Background: an optimization exercise with open tools, aiming at small area. Do not read the settings as production practice.
The RTL was checked by simulation tests, not by an equivalence proof against the original design.
Power is estimated from default activity; no workload was simulated. The flow treats the clock pin as an ideal source, which a real chip does not have.

===== flow/flow/run.sh =====
#!/bin/bash
# Layout: the standard layout (standard.sh) with three changes:
#  - synthesis is the standard flow's own script with ABC's area mapper (flow/area.script)
#    in place of ORFS's area script; everything else in it is unchanged;
#  - the port buffers are buf_1 cells;
#  - clock tree leaf clusters of at most 31 sinks within 100 um, without dummy loads.
set -euo pipefail
W=$(pwd)
F=$W/flow

# Synthesis script: ORFS's synth.tcl with the ABC script swapped, sourced from
# a copy of synth_recipe.tcl (which keeps -nofsm -noshare, flatten and rename).
sed "s#^source \$::env(SCRIPTS_DIR)/synth_preamble.tcl\$#&\nset abc_args [lreplace \$abc_args 1 1 $F/area.script]#" \
  "$FLOW_HOME/scripts/synth.tcl" > "$W/synth_core.tcl"
grep -q "area.script" "$W/synth_core.tcl"
sed "s#^source \$::env(SCRIPTS_DIR)/synth.tcl\$#source $W/synth_core.tcl#" \
  "$W/synth_recipe.tcl" > "$W/my_synth.tcl"
grep -q "synth_core.tcl" "$W/my_synth.tcl"

bash "$W/standard.sh" \
  "SYNTH_SCRIPT=$W/my_synth.tcl" \
  "BUFFER_PORTS_ARGS=-buffer_cell sky130_fd_sc_hd__buf_1" \
  "CTS_ARGS=-sink_clustering_enable -repair_clock_nets -sink_clustering_size 31 -sink_clustering_max_diameter 100 -dont_use_dummy_load" \
  finish > "$W/make.log" 2>&1

===== flow/flow/area.script =====
strash
dc2
dch -f
amap
topo

===== flow/standard.sh =====
#!/bin/bash
# synth_recipe.tcl (not shown) runs the flow's synth.tcl, then flattens the netlist and writes it again
# the make line also repeats each setting of config.mk as NAME=value (left out here)
make -C /OpenROAD-flow-scripts/flow DESIGN_CONFIG=/design/flow/config.mk WORK_HOME=/design/flow/orfs CLKGATE_MAP_FILE= SYNTH_SCRIPT=/design/flow/synth_recipe.tcl "${@:-finish}"

===== flow/config.mk =====
export PLATFORM = sky130hd
export DESIGN_NAME = ram_responder
export DESIGN_NICKNAME = ram_responder
export VERILOG_FILES = /design/flow/design.v
export SDC_FILE = /design/flow/constraint.sdc
export NUM_CORES = 4
export LEC_CHECK = 0
export ABC_AREA = 1
export CAP_MARGIN = 20
export CORE_MARGIN = 2
export CORE_UTILIZATION = 75
export SLEW_MARGIN = 20

===== flow/constraint.sdc =====
create_clock -name core_clock -period 10.0 [get_ports {CLK}]
set_input_delay 2.0000 -clock core_clock [delete_from_list [all_inputs] [get_ports {CLK}]]
set_output_delay 2.0000 -clock core_clock [all_outputs]
set_load 0.01 [all_outputs]

===== flow/design.v =====
module ram_responder #(
  parameter int LAT        = 2,
  parameter int DEPTH_BITS = 6
) (
  input  logic        CLK,
  input  logic        nRST,
  input  logic [31:0] ramaddr,
  input  logic [31:0] ramstore,
  input  logic        ramREN,
  input  logic        ramWEN,
  output logic [31:0] ramload,
  output logic [1:0]  ramstate,
  output logic [31:0] rd_count,
  output logic [31:0] wr_count
);
  localparam int NS = 64;    
  localparam int NP = 22;    
  localparam logic [1:0] S_IDLE = 2'd0;
  localparam logic [1:0] S_BUSY = 2'd1;
  localparam logic [1:0] S_ACC  = 2'd2;
  localparam logic [1:0] S_ERR  = 2'd3;
  logic [1:0]  state_reg;
  logic        cnt_reg;
  logic        rd_op_reg;
  logic [5:0]  rot;
  logic [5:0]  rslot;
  logic        sweep;
  logic [31:0] rdat [NS];
  logic [31:0] bdata;
  logic [5:0]  bslot;     
  logic        bpend;
  logic [31:0] tk;
  logic        req, bad, changed;
  logic [5:0]  idx;
  logic        acc, cap;
  assign req     = ramREN | ramWEN;
  assign bad     = (ramREN & ramWEN)
                 | (ramaddr[1:0] != 2'b00)
                 | (ramaddr[31:8] != '0);
  assign idx     = ramaddr[7:2];
  logic [5:0]  islot, rnext;
  assign islot   = idx - rot - 6'd1;
  assign rnext   = rslot - 6'd1;
  assign changed = (islot != rnext) | (ramREN != rd_op_reg);
  assign acc     = (state_reg == S_ACC);
  assign cap     = acc & ~rd_op_reg;
  always_ff @(posedge CLK or negedge nRST) begin
    if (!nRST) begin
      state_reg <= S_IDLE;
      rd_count  <= '0;
      wr_count  <= '0;
      rot       <= '0;
      sweep     <= 1'b1;
    end else begin
      rot      <= rot + 6'd1;
      if (rot == 6'd2) sweep <= 1'b0;
      rd_count <= rd_count + {31'd0, acc &  rd_op_reg};
      wr_count <= wr_count + {31'd0, acc & ~rd_op_reg};
      if (!req) begin
        state_reg <= S_IDLE;
      end else if (bad) begin
        state_reg <= S_ERR;
      end else if (state_reg != S_BUSY || changed) begin
        state_reg <= S_BUSY;
      end else if (!cnt_reg) begin
        state_reg <= S_ACC;
      end
    end
  end
  always_ff @(posedge CLK) begin
    if (req && !bad && (state_reg != S_BUSY || changed)) begin
      rd_op_reg <= ramREN;
      cnt_reg   <= 1'b1;
      rslot     <= islot;
    end else begin
      if (state_reg == S_BUSY) cnt_reg <= 1'b0;
      rslot     <= rnext;
    end
  end
  logic [31:0] wdata;
  logic        wlive;
  logic [5:0]  wslot;
  logic [NS-1:0] wport;
  assign wdata = cap ? ramstore : bdata;
  assign wlive = cap | bpend;
  assign wslot = cap ? rslot : bslot;
  always_ff @(posedge CLK or negedge nRST) begin
    if (!nRST) bdata <= '0;
    else       bdata <= wdata;
  end
  always_ff @(posedge CLK) begin
    bslot <= wslot - 6'd1;
  end
  always_ff @(posedge CLK or negedge nRST) begin
    if (!nRST) bpend <= 1'b0;
    else       bpend <= wlive & ~(|wport);
  end
  for (genvar s = 0; s < NS; s++) begin : g_slot
    localparam int NX = (s + 1) % NS;
    if (s % 3 == 0) begin : g_port
      localparam logic INV = ((s / 3) % 2) == 1;
      logic load;
      assign wport[s] = wlive & (wslot == 6'(NX));
      assign load     = wport[s] | sweep;
      always_ff @(posedge CLK)
        rdat[s] <= load ? (wdata ^ {32{INV}}) : ~rdat[NX];
    end else begin : g_plain
      assign wport[s] = 1'b0;
      always_ff @(posedge CLK)
        rdat[s] <= rdat[NX];
    end
  end
  logic [31:0] m;
  always_comb begin
    m = '0;
    for (int j = 0; j < NP; j++)
      if (rslot == 6'(3 * j)) m = m | (rdat[3 * j] ^ {32{j % 2 == 1}});
  end
  logic [1:0]  rmod;
  logic        atport;
  assign rmod   = 2'(rslot % 6'd3);
  assign atport = (rmod == 2'd0);
  always_ff @(posedge CLK)
    if (atport) tk <= m;
  always_comb begin
    ramload = '0;
    if (acc && rd_op_reg)
      ramload = atport ? m : tk;
  end
  assign ramstate = state_reg;
endmodule

==> results of run 1 <==
## cell type report
cell class / instances / area share
inverters: 178 / 0.01101
well taps: 969 / 0.01991
clock buffers: 80 / 0.03287
flip-flops and latches: 2200 / 0.7320
diodes: 1 / 0.00004109
multi-input cells: 1798 / 0.1822
repair buffers: 260 / 0.02194
## metrics by stage
stage	utilization	power (mW)	instances
6_report	0.8208	18.08	5486
4_1_cts	0.8202	17.90	5485
3_5_place_dp	0.7932	14.13	5405
5_1_grt	0.8208	18.57	5485
2_1_floorplan	-	13.27	4176
3_3_place_gp	0.7932	13.99	5405
## metal layers
metal	GRT usage	wire length, um	vias to the layer above
met5	0	0	-
li1	-	-	15880
met1	0.6126	65370	18640
met2	0.6737	77160	3122
met4	0.2362	11490	0
met3	0.1267	24710	786
## worst max-delay path, stage by stage, from the launching register on
cell and delay (ns):
sky130_fd_sc_hd__dfxtp_1 0.60, sky130_fd_sc_hd__clkinv_1 0.32, sky130_fd_sc_hd__nor2_1 0.35, sky130_fd_sc_hd__a211o_1 0.18, sky130_fd_sc_hd__nor2_1 0.07, sky130_fd_sc_hd__nor3_1 0.27
sky130_fd_sc_hd__a21oi_1 0.18, sky130_fd_sc_hd__ha_1 0.25, sky130_fd_sc_hd__a2111o_1 0.45, sky130_fd_sc_hd__nor2_1 0.11, sky130_fd_sc_hd__a21oi_1 0.08, sky130_fd_sc_hd__ha_1 0.21
sky130_fd_sc_hd__nor3_1 0.19, sky130_fd_sc_hd__o211ai_1 0.18, sky130_fd_sc_hd__nand2_1 0.15, sky130_fd_sc_hd__o32ai_4 0.10, sky130_fd_sc_hd__inv_2 0.73, sky130_fd_sc_hd__a21oi_1 0.12
sky130_fd_sc_hd__a21oi_1 0.22, sky130_fd_sc_hd__nor2_1 0.06, sky130_fd_sc_hd__buf_1 0.17
## power by group
group          leakage [nW]  switching [mW]  internal (mW)  total, mW
logic                  4.57           0.793          0.554       1.35
clock network         0.986            2.47           1.45       3.93
registers              18.7            1.20           11.6       12.8
## synth_stat cells, types with 20 or more instances
cell | n | area, um2
sky130_fd_sc_hd__o2111ai_1 | 21 | 183.9
sky130_fd_sc_hd__dfxtp_1 | 2093 | 41900
sky130_fd_sc_hd__nor2b_1 | 27 | 168.9
sky130_fd_sc_hd__a2111oi_0 | 31 | 271.5
sky130_fd_sc_hd__nor3_1 | 59 | 295.3
sky130_fd_sc_hd__clkinv_1 | 178 | 668.1
sky130_fd_sc_hd__o22ai_1 | 802 | 5017
sky130_fd_sc_hd__o21ai_0 | 47 | 235.2
sky130_fd_sc_hd__nand2_1 | 107 | 401.6
sky130_fd_sc_hd__nor2_1 | 279 | 1047
sky130_fd_sc_hd__dfrtp_1 | 105 | 2628
sky130_fd_sc_hd__a221oi_1 | 43 | 376.6
sky130_fd_sc_hd__nand3_1 | 35 | 175.2
sky130_fd_sc_hd__nand4_1 | 31 | 193.9
sky130_fd_sc_hd__a21oi_1 | 89 | 445.4
sky130_fd_sc_hd__a22oi_1 | 20 | 150.1
sky130_fd_sc_hd__ha_1 | 27 | 337.8
## final timing paths
| check | start | end | slack [ns] | cells after the start |
|---|---|---|---|---|
| hold reg to reg | rdat[2][9] | rdat[1][9] | 0.32 | 0 |
| max in group asynchronous | nRST | rot[1] | 6.96 | 2 |
| hold / removal | rdat[2][9] | rdat[1][9] | 0.32 | 0 |
| setup / recovery | rslot[3] | ramload[12] | 2.24 | 20 |
| setup reg to reg | state_reg[1] | rdat[18][7] | 4.07 | 16 |
| min in group asynchronous | nRST | wr_count[31] | 1.47 | 1 |
## layout by cell type (no fill, tap or decap), types with 47 or more instances in the layout
| master | count |
|---|---|
| sky130_fd_sc_hd__buf_4 | 95 |
| sky130_fd_sc_hd__nand2_1 | 107 |
| sky130_fd_sc_hd__a21oi_1 | 89 |
| sky130_fd_sc_hd__o22ai_1 | 795 |
| sky130_fd_sc_hd__nor2_1 | 257 |
| sky130_fd_sc_hd__dfxtp_1 | 2093 |
| sky130_fd_sc_hd__nor3_1 | 58 |
| sky130_fd_sc_hd__clkinv_1 | 146 |
| sky130_fd_sc_hd__dfrtp_1 | 105 |
| sky130_fd_sc_hd__clkbuf_16 | 80 |
| sky130_fd_sc_hd__o21ai_0 | 47 |
| sky130_fd_sc_hd__buf_1 | 164 |
## logic make-up (layout without fill, tap and decap cells)
family,Yosys count,count (layout),share of synthesized area
AOI/OAI and AO/OA,1196,1196,0.1415
xor gates and xnor gates,2,2,0.0003124
adders and majority gates,28,28,0.006381
buffers and inverters,178,518,0.01191
DFF,2200,2200,0.7950
other,0,1,0
and+or+nand+nor,572,572,0.04487
==> results.txt, run 1 <==
# TYPE chip_impl_metric gauge
chip_impl_metric{name="globalRouteTotalUtil",unit=""} 0.4532
chip_impl_metric{name="post_synth_inst_count",unit=""} 4176
chip_impl_metric{name="htreeDepth",unit=""} 3
chip_impl_metric{name="detail_route.drc_violations",unit=""} 0
chip_impl_metric{name="ys_warn_count",unit=""} 2
chip_impl_metric{name="place.port_buffers",unit=""} 165
chip_impl_metric{name="finalHoldViolCount",unit=""} 0
chip_impl_info{name="run_status",value="finished clean"} 1
chip_impl_metric{name="wl_per_cell",unit="um"} 32.58
chip_impl_metric{name="grt_max_degree",unit=""} 62
chip_impl_metric{name="clock_tree.buffer_depth",unit=""} 3
chip_impl_metric{name="globalplace.congestion",unit=""} 0.9070
chip_impl_metric{name="cts_resized",unit=""} 0
chip_impl_metric{name="die_outline_area",unit="mm2"} 0.07698
chip_impl_metric{name="max_freq",unit="MHz"} 128.9
chip_impl_metric{name="number_of_enable_flip_flop_cells_after_synthesis",unit=""} 1
chip_impl_metric{name="crit_arrival",unit="ns"} 5.76
chip_impl_metric{name="synthToLayoutAreaGrowth",unit="%"} 8.601
chip_impl_info{name="register_containing_the_most_flip_flops_in_the_final_layout",value="rdat"} 1
chip_impl_metric{name="drt-initial-drc-count",unit=""} 5713
chip_impl_metric{name="maxCapViolCount",unit=""} 0
chip_impl_metric{name="cts-hold-fix-buffers",unit=""} 0
chip_impl_metric{name="global_route.overflow_total",unit=""} 0
chip_impl_info{name="crit_path_start_kind",value="flop"} 1
chip_impl_metric{name="dpl-instance-area",unit="mm2"} 0.05886
chip_impl_metric{name="via_count_of_the_first_global_routing_pass",unit=""} 36390
chip_impl_metric{name="ys_async_sr_fraction",unit=""} 0.04818
chip_impl_metric{name="numCtsBuffers",unit=""} 80
chip_impl_info{name="rsz0062_at_grt",value="no"} 1
chip_impl_metric{name="synthesis.nets",unit=""} 4272
chip_impl_metric{name="antenna_found_initial",unit=""} 2
chip_impl_info{name="kind_of_critical_path",value="reg2out"} 1
chip_impl_metric{name="pre_cts_ws",unit="ns"} 3.143
chip_impl_metric{name="postRouteAntennaNets",unit=""} 0
chip_impl_metric{name="fin_worst_skew",unit="ns"} 0.03428
chip_impl_metric{name="ys_seq_elements",unit=""} 2200
chip_impl_metric{name="critical_path_required",unit="ns"} 8.00
chip_impl_metric{name="total_leakage_power",unit="nW"} 24.27
chip_impl_metric{name="overall_die_height",unit="um"} 277.4
chip_impl_metric{name="path_max_fanout",unit=""} 29
chip_impl_metric{name="std_cell_rows",unit=""} 100
chip_impl_metric{name="dpl.hpwl",unit="um"} 92710
chip_impl_metric{name="worst_setup_hold_path_clk_slew",unit="ns"} 0.11
chip_impl_metric{name="synthesis.area",unit="mm2"} 0.05608
chip_impl_metric{name="max-vdd-ir-drop",unit="mV"} 0.2210
chip_impl_metric{name="first_pass_iters",unit=""} 8
chip_impl_metric{name="cts_setup_buffers",unit=""} 0
chip_impl_metric{name="route.detailed.vias_per_inst",unit=""} 7.005
chip_impl_metric{name="multi_input_gate_area_in_the_final_layout",unit="mm2"} 0.01110
chip_impl_metric{name="final_period_minus_worst_setup_slack",unit="ns"} 7.757
chip_impl_metric{name="finalSetupViolCount",unit=""} 0
chip_impl_metric{name="grt_first_pass_wirelength",unit="um"} 249500
chip_impl_metric{name="vias",unit=""} 38430
chip_impl_metric{name="finalWorstSetupSlack",unit="ns"} 2.243
chip_impl_info{name="endpoint_kind",value="output port"} 1
chip_impl_metric{name="route.final.wire_length",unit="um"} 178700
chip_impl_metric{name="tritoncts_num_sinks",unit=""} 2200
chip_impl_metric{name="initial_utilization",unit=""} 0.7558
chip_impl_metric{name="yosysSeqAreaShare",unit=""} 0.7950
chip_impl_info{name="cts.root.buffer_cell",value="sky130_fd_sc_hd__clkbuf_16"} 1
chip_impl_info{name="tritoncts",value="built"} 1
chip_impl_metric{name="num-fill-cells",unit=""} 4171
chip_impl_metric{name="fp.coreArea",unit="mm2"} 0.07420
chip_impl_metric{name="synth_cell_type_count",unit=""} 52
chip_impl_metric{name="insertion_delay",unit="ns"} 0.69
chip_impl_metric{name="hold-worst-slack",unit="ns"} 0.3233
chip_impl_metric{name="worstMarginPinSlew",unit="ns"} 1.206
chip_impl_metric{name="final_net_count",unit=""} 4614
chip_impl_metric{name="largest_register_ffs",unit=""} 2048
chip_impl_metric{name="slew_headroom",unit=""} 0.1948
chip_impl_metric{name="timing.final.crit_share",unit=""} 0.7757
chip_impl_metric{name="postLayoutCellArea",unit="mm2"} 0.06090
chip_impl_metric{name="dieWidth",unit="um"} 277.4
chip_impl_metric{name="ioPinCount",unit=""} 166
chip_impl_metric{name="layout.area.seq",unit="mm2"} 0.04458
chip_impl_metric{name="slew_violations",unit=""} 0
chip_impl_info{name="ys_dominant_reg_cell",value="sky130_fd_sc_hd__dfxtp_1"} 1
chip_impl_metric{name="drive_gt1_frac",unit=""} 0.05536
chip_impl_info{name="hp-class",value="reg2reg"} 1
chip_impl_metric{name="avgSynthCellArea",unit="um2"} 13.43
chip_impl_metric{name="totalNegativeSetupSlack",unit="ns"} 0
chip_impl_metric{name="p_per_area",unit="mW/mm2"} 296.9
==> run 2, diff against run 1 <==
--- a/flow/design.v
+++ b/flow/design.v
@@ -48,6 +48,4 @@
     if (!nRST) begin
       state_reg <= S_IDLE;
-      rd_count  <= '0;
-      wr_count  <= '0;
       rot       <= '0;
       sweep     <= 1'b1;
@@ -55,6 +53,4 @@
       rot      <= rot + 6'd1;
       if (rot == 6'd2) sweep <= 1'b0;
-      rd_count <= rd_count + {31'd0, acc &  rd_op_reg};
-      wr_count <= wr_count + {31'd0, acc & ~rd_op_reg};
       if (!req) begin
         state_reg <= S_IDLE;
@@ -67,4 +63,11 @@
       end
     end
+  end
+  logic [31:0] rd_q, wr_q;
+  assign rd_count = sweep ? 32'd0 : rd_q;
+  assign wr_count = sweep ? 32'd0 : wr_q;
+  always_ff @(posedge CLK) begin
+    rd_q <= rd_count + {31'd0, acc &  rd_op_reg};
+    wr_q <= wr_count + {31'd0, acc & ~rd_op_reg};
   end
   always_ff @(posedge CLK) begin
==> run 2 against run 1 <==
Net effect:
- clock power hardly changed
- largest power group unchanged
- highest routed layer is now met5
- maximum frequency down 3.3%
- critical endpoint is now ramload[5]
- sequential share of layout area decreased by 0.53 points
- largest cell class unchanged
==> results.txt, run 2 <==
# TYPE chip_impl_metric gauge
chip_impl_info{name="run_status",value="finished clean"} 1
chip_impl_metric{name="numCtsBuffers",unit=""} 80
chip_impl_metric{name="grt_first_pass_wirelength",unit="um"} 250700
chip_impl_metric{name="synth_cell_type_count",unit=""} 43
chip_impl_metric{name="clock_tree.buffer_depth",unit=""} 3
chip_impl_metric{name="globalplace.congestion",unit=""} 0.8926
chip_impl_metric{name="power.sequential.fraction",unit=""} 0.702
chip_impl_info{name="crit_path_start_kind",value="flop"} 1
chip_impl_metric{name="number_of_enable_flip_flop_cells_after_synthesis",unit=""} 1
chip_impl_metric{name="global_route.overflow_total",unit=""} 0
chip_impl_metric{name="drive_gt1_frac",unit=""} 0.05545
chip_impl_info{name="endpoint_kind",value="output port"} 1
chip_impl_metric{name="final_period_minus_worst_setup_slack",unit="ns"} 8.018
chip_impl_metric{name="route.detailed.vias_per_inst",unit=""} 6.939
chip_impl_metric{name="drt-initial-drc-count",unit=""} 5968
chip_impl_info{name="final_cell_mix",value="2157 x sky130_fd_sc_hd__dfxtp_1, 800 x sky130_fd_sc_hd__o22ai_1, 284 x sky130_fd_sc_hd__nor2_1"} 1
chip_impl_info{name="post-synth-top-count-cell",value="sky130_fd_sc_hd__dfxtp_1"} 1
chip_impl_metric{name="finalHoldViolCount",unit=""} 0
chip_impl_metric{name="cts_resized",unit=""} 0
chip_impl_info{name="register_containing_the_most_flip_flops_in_the_final_layout",value="rdat"} 1
chip_impl_metric{name="layout.area.seq",unit="mm2"} 0.04427
chip_impl_metric{name="finalSetupViolCount",unit=""} 0
chip_impl_metric{name="sw_frac_of_total",unit=""} 0.2493
chip_impl_info{name="most_numerous_cell_on_the_critical_path",value="sky130_fd_sc_hd__nor2_1"} 1
chip_impl_metric{name="detail_route.drc_violations",unit=""} 0
chip_impl_info{name="layout.cells.most_common",value="sky130_fd_sc_hd__dfxtp_1"} 1
chip_impl_metric{name="internal-power",unit="mW"} 13.70
chip_impl_metric{name="initial_utilization",unit=""} 0.7550
chip_impl_metric{name="slew_headroom",unit=""} 0.2174
chip_impl_metric{name="postRouteAntennaNets",unit=""} 0
chip_impl_metric{name="num-fill-cells",unit=""} 4090
chip_impl_metric{name="htreeDepth",unit=""} 3
chip_impl_metric{name="ys_seq_elements",unit=""} 2200
chip_impl_metric{name="totalNegativeSetupSlack",unit="ns"} 0
chip_impl_info{name="rsz0062_at_grt",value="no"} 1
chip_impl_metric{name="fp.coreArea",unit="mm2"} 0.07420
chip_impl_metric{name="vias",unit=""} 38650
chip_impl_metric{name="globalRouteTotalUtil",unit=""} 0.4566
chip_impl_metric{name="p_per_area",unit="mW/mm2"} 299.6
chip_impl_metric{name="post_synth_inst_count",unit=""} 4250
chip_impl_info{name="ys_dominant_reg_cell",value="sky130_fd_sc_hd__dfxtp_1"} 1
chip_impl_metric{name="via_count_of_the_first_global_routing_pass",unit=""} 36100
chip_impl_metric{name="maxCapViolCount",unit=""} 0
chip_impl_metric{name="yosysSeqAreaShare",unit=""} 0.7902
chip_impl_metric{name="ys_async_sr_fraction",unit=""} 0.01909
chip_impl_metric{name="total_leakage_power",unit="nW"} 24.19
chip_impl_metric{name="place.port_buffers",unit=""} 165
chip_impl_metric{name="antenna_found_initial",unit=""} 5
chip_impl_metric{name="largest_register_ffs",unit=""} 2048
chip_impl_metric{name="overall_die_height",unit="um"} 277.3
chip_impl_metric{name="critPathMaxStageDelay",unit="ns"} 0.82
chip_impl_metric{name="first_pass_iters",unit=""} 6
chip_impl_metric{name="tritoncts_num_sinks",unit=""} 2200
chip_impl_metric{name="comb_power_share",unit=""} 0.083
chip_impl_metric{name="insertion_delay",unit="ns"} 0.68
chip_impl_metric{name="multi_input_gate_area_in_the_final_layout",unit="mm2"} 0.01127
chip_impl_metric{name="dieWidth",unit="um"} 277.3
chip_impl_info{name="kind_of_critical_path",value="reg2out"} 1
chip_impl_info{name="top_cell_types_by_occurrence_after_synthesis",value="2157 x sky130_fd_sc_hd__dfxtp_1, 803 x sky130_fd_sc_hd__o22ai_1, 306 x sky130_fd_sc_hd__nor2_1, 201 x sky130_fd_sc_hd__clkinv_1, 127 x sky130_fd_sc_hd__nand2_1"} 1
chip_impl_info{name="tritoncts",value="built"} 1
chip_impl_metric{name="worst_setup_hold_path_clk_slew",unit="ns"} 0.11
chip_impl_metric{name="yosysTopAreaCellShare",unit=""} 0.7709
chip_impl_metric{name="synthToLayoutAreaGrowth",unit="%"} 8.738
chip_impl_metric{name="synthesis.nets",unit=""} 4346
chip_impl_metric{name="grt_max_degree",unit=""} 43
chip_impl_metric{name="die_outline_area",unit="mm2"} 0.07689
chip_impl_metric{name="fin_worst_skew",unit="ns"} 0.04842
chip_impl_metric{name="max_freq",unit="MHz"} 124.7
chip_impl_metric{name="path_max_fanout",unit=""} 30
chip_impl_metric{name="cts-hold-fix-buffers",unit=""} 0
chip_impl_metric{name="slew_violations",unit=""} 0
chip_impl_metric{name="wl_per_cell",unit="um"} 32.32
chip_impl_metric{name="power_frac_clock",unit=""} 0.215
chip_impl_info{name="biggest_area_contributors_in_the_synthesized_netlist",value="sky130_fd_sc_hd__dfxtp_1 77%, sky130_fd_sc_hd__o22ai_1 9.0%, sky130_fd_sc_hd__nor2_1 2.1%"} 1
chip_impl_info{name="cts.root.buffer_cell",value="sky130_fd_sc_hd__clkbuf_16"} 1
chip_impl_metric{name="dpl.hpwl",unit="um"} 91860
chip_impl_metric{name="crit_arrival",unit="ns"} 6.02
chip_impl_metric{name="synthesis.area",unit="mm2"} 0.05602
chip_impl_metric{name="ys_warn_count",unit=""} 2
chip_impl_metric{name="ioPinCount",unit=""} 166
chip_impl_metric{name="net_switching_power",unit="mW"} 4.550
chip_impl_info{name="yosys.area.top_type",value="sky130_fd_sc_hd__dfxtp_1"} 1
chip_impl_metric{name="cts_setup_buffers",unit=""} 0
chip_impl_metric{name="route.final.wire_length",unit="um"} 180000
chip_impl_metric{name="reg2reg_setup_slack",unit="ns"} 3.99
chip_impl_metric{name="dpl-instance-area",unit="mm2"} 0.05889
chip_impl_info{name="crit_path_cell_trace",value="clkinv_1 > nor2_1 > clkinv_1 > nand2_1 > nor2_1 > nor3_1 > a21oi_1 > ha_1 > nor2_1 > nand2_1 > a21oi_1 > o22ai_1 > ha_1 > a21oi_1 > o2111ai_1 > nor3_1 > a21oi_4 > inv_2 > nor2_1 > a41oi_1 > nor2b_1 > buf_1"} 1
chip_impl_info{name="critical-path-slowest-cell",value="sky130_fd_sc_hd__inv_2"} 1
chip_impl_metric{name="final_net_count",unit=""} 4697
chip_impl_metric{name="timing.final.crit_share",unit=""} 0.8018
chip_impl_metric{name="std_cell_rows",unit=""} 100
chip_impl_metric{name="critical_path_required",unit="ns"} 8.00
chip_impl_metric{name="worstMarginPinSlew",unit="ns"} 1.174
chip_impl_metric{name="avgSynthCellArea",unit="um2"} 13.18
chip_impl_info{name="hp-class",value="reg2reg"} 1
chip_impl_metric{name="max-vdd-ir-drop",unit="mV"} 0.2258
chip_impl_metric{name="postLayoutCellArea",unit="mm2"} 0.06091
==> run 2: final cells by class <==
cell class | count | share of cell area
repair buffers | 269 | 0.02301
multi-input cells | 1849 | 0.1850
well taps | 969 | 0.01990
inverters | 201 | 0.01239
clock buffers | 80 | 0.03287
flip-flops and latches | 2200 | 0.7268
diodes | 2 | 0.00008217
==> run 2: cells by family (layout without fill, tap and decap cells) <==
| kind of cell | count (synthesis) | count (layout) | share of synthesized area |
|---|---|---|---|
| AOI/OAI and AO/OA | 1199 | 1199 | 0.1415 |
| DFF | 2200 | 2200 | 0.7902 |
| buffers and inverters | 201 | 550 | 0.01347 |
| and+or+nand+nor | 617 | 617 | 0.04764 |
| other | 0 | 2 | 0 |
| xor gates and xnor gates | 5 | 5 | 0.0007817 |
| adders and majority gates | 28 | 28 | 0.006388 |
==> run 2: worst max-delay path: cells and delay by family, from the launching register on <==
kind / cells / cell delay (ns)
simple gates: 9 / 1.54
buf+inv: 4 / 1.43
compound gates: 7 / 1.19
flops: 1 / 0.72
fa+ha+maj: 2 / 0.44
==> run 2: final timing paths <==
path / start / to / cells past startpoint
max: rslot[3] / ramload[5] / 22
min: rdat[8][11] / rdat[7][11] / 0
max reg2reg: state_reg[1] / rd_q[31] / 29
min reg2reg: rdat[8][11] / rdat[7][11] / 0
max in group asynchronous: nRST / bdata[0] / 2
min in group asynchronous: nRST / rot[5] / 2
==> run 2: metal layers <==
metal  track usage  wire length [um]
met3        0.1358             24820
met4        0.2428             11660
met1        0.6318             67920
met5             0               109
met2        0.6537             75510
==> run 2: power by group through the flow <==
| stage | clock network [mW] | registers, mW | logic [mW] |
|---|---|---|---|
| 2_1_floorplan | 0 | 12.4 | 0.969 |
| 3_3_place_gp | 0 | 12.8 | 1.37 |
| 3_5_place_dp | 0 | 12.8 | 1.44 |
| 4_1_cts | 3.88 | 12.7 | 1.46 |
| 5_1_grt | 4.16 | 13.0 | 1.60 |
| 6_report | 3.93 | 12.8 | 1.51 |
==> run 2: per-stage QoR <==
step / utilization / worst slack [ns] / total power [mW] / hold WS (ns) / std cells
finish: 0.8209 / 1.982 / 18.25 / 0.3171 / 5570
global route: 0.8209 / 1.524 / 18.74 / 0.3294 / 5568
CTS: 0.8206 / 2.101 / 18.06 / 0.3136 / 5568
detailed placement: 0.7936 / 2.869 / 14.28 / 0.3121 / 5488
global placement: 0.7935 / 3.152 / 14.14 / 0.3095 / 5486
floorplan: - / 1.717 / 13.40 / 0.3096 / 4250

## re-timing with driven ports
How much do the figures lean on ideal ports? The routed layouts below were timed once more, with nothing changed but the port constraints.
Step 1 sets driving cells, clkbuf_16 on the clock port and buf_2 on the other inputs (assumed; they add their load-dependent delay and slew).
Step 2 times the ports against the registers' clock, not the clock port: input delays grow and output delays shrink by t, the midpoint of the rising clock arrivals with the driver on.
Three values: no drivers, after step 1, after step 2; two values: the first two.
| run | shift t [ns] | slack for setup (ns) | worst setup path at the end | pins driven straight from the clock port |
|---|---|---|---|---|
| run 1 | 0.744 | 2.243 / 2.173 / 2.917 | register to output | 1 |
| run 2 | 0.732 | 1.982 / 1.912 / 2.644 | register to output | 1 |
After both steps setup and hold are still met in every run listed.
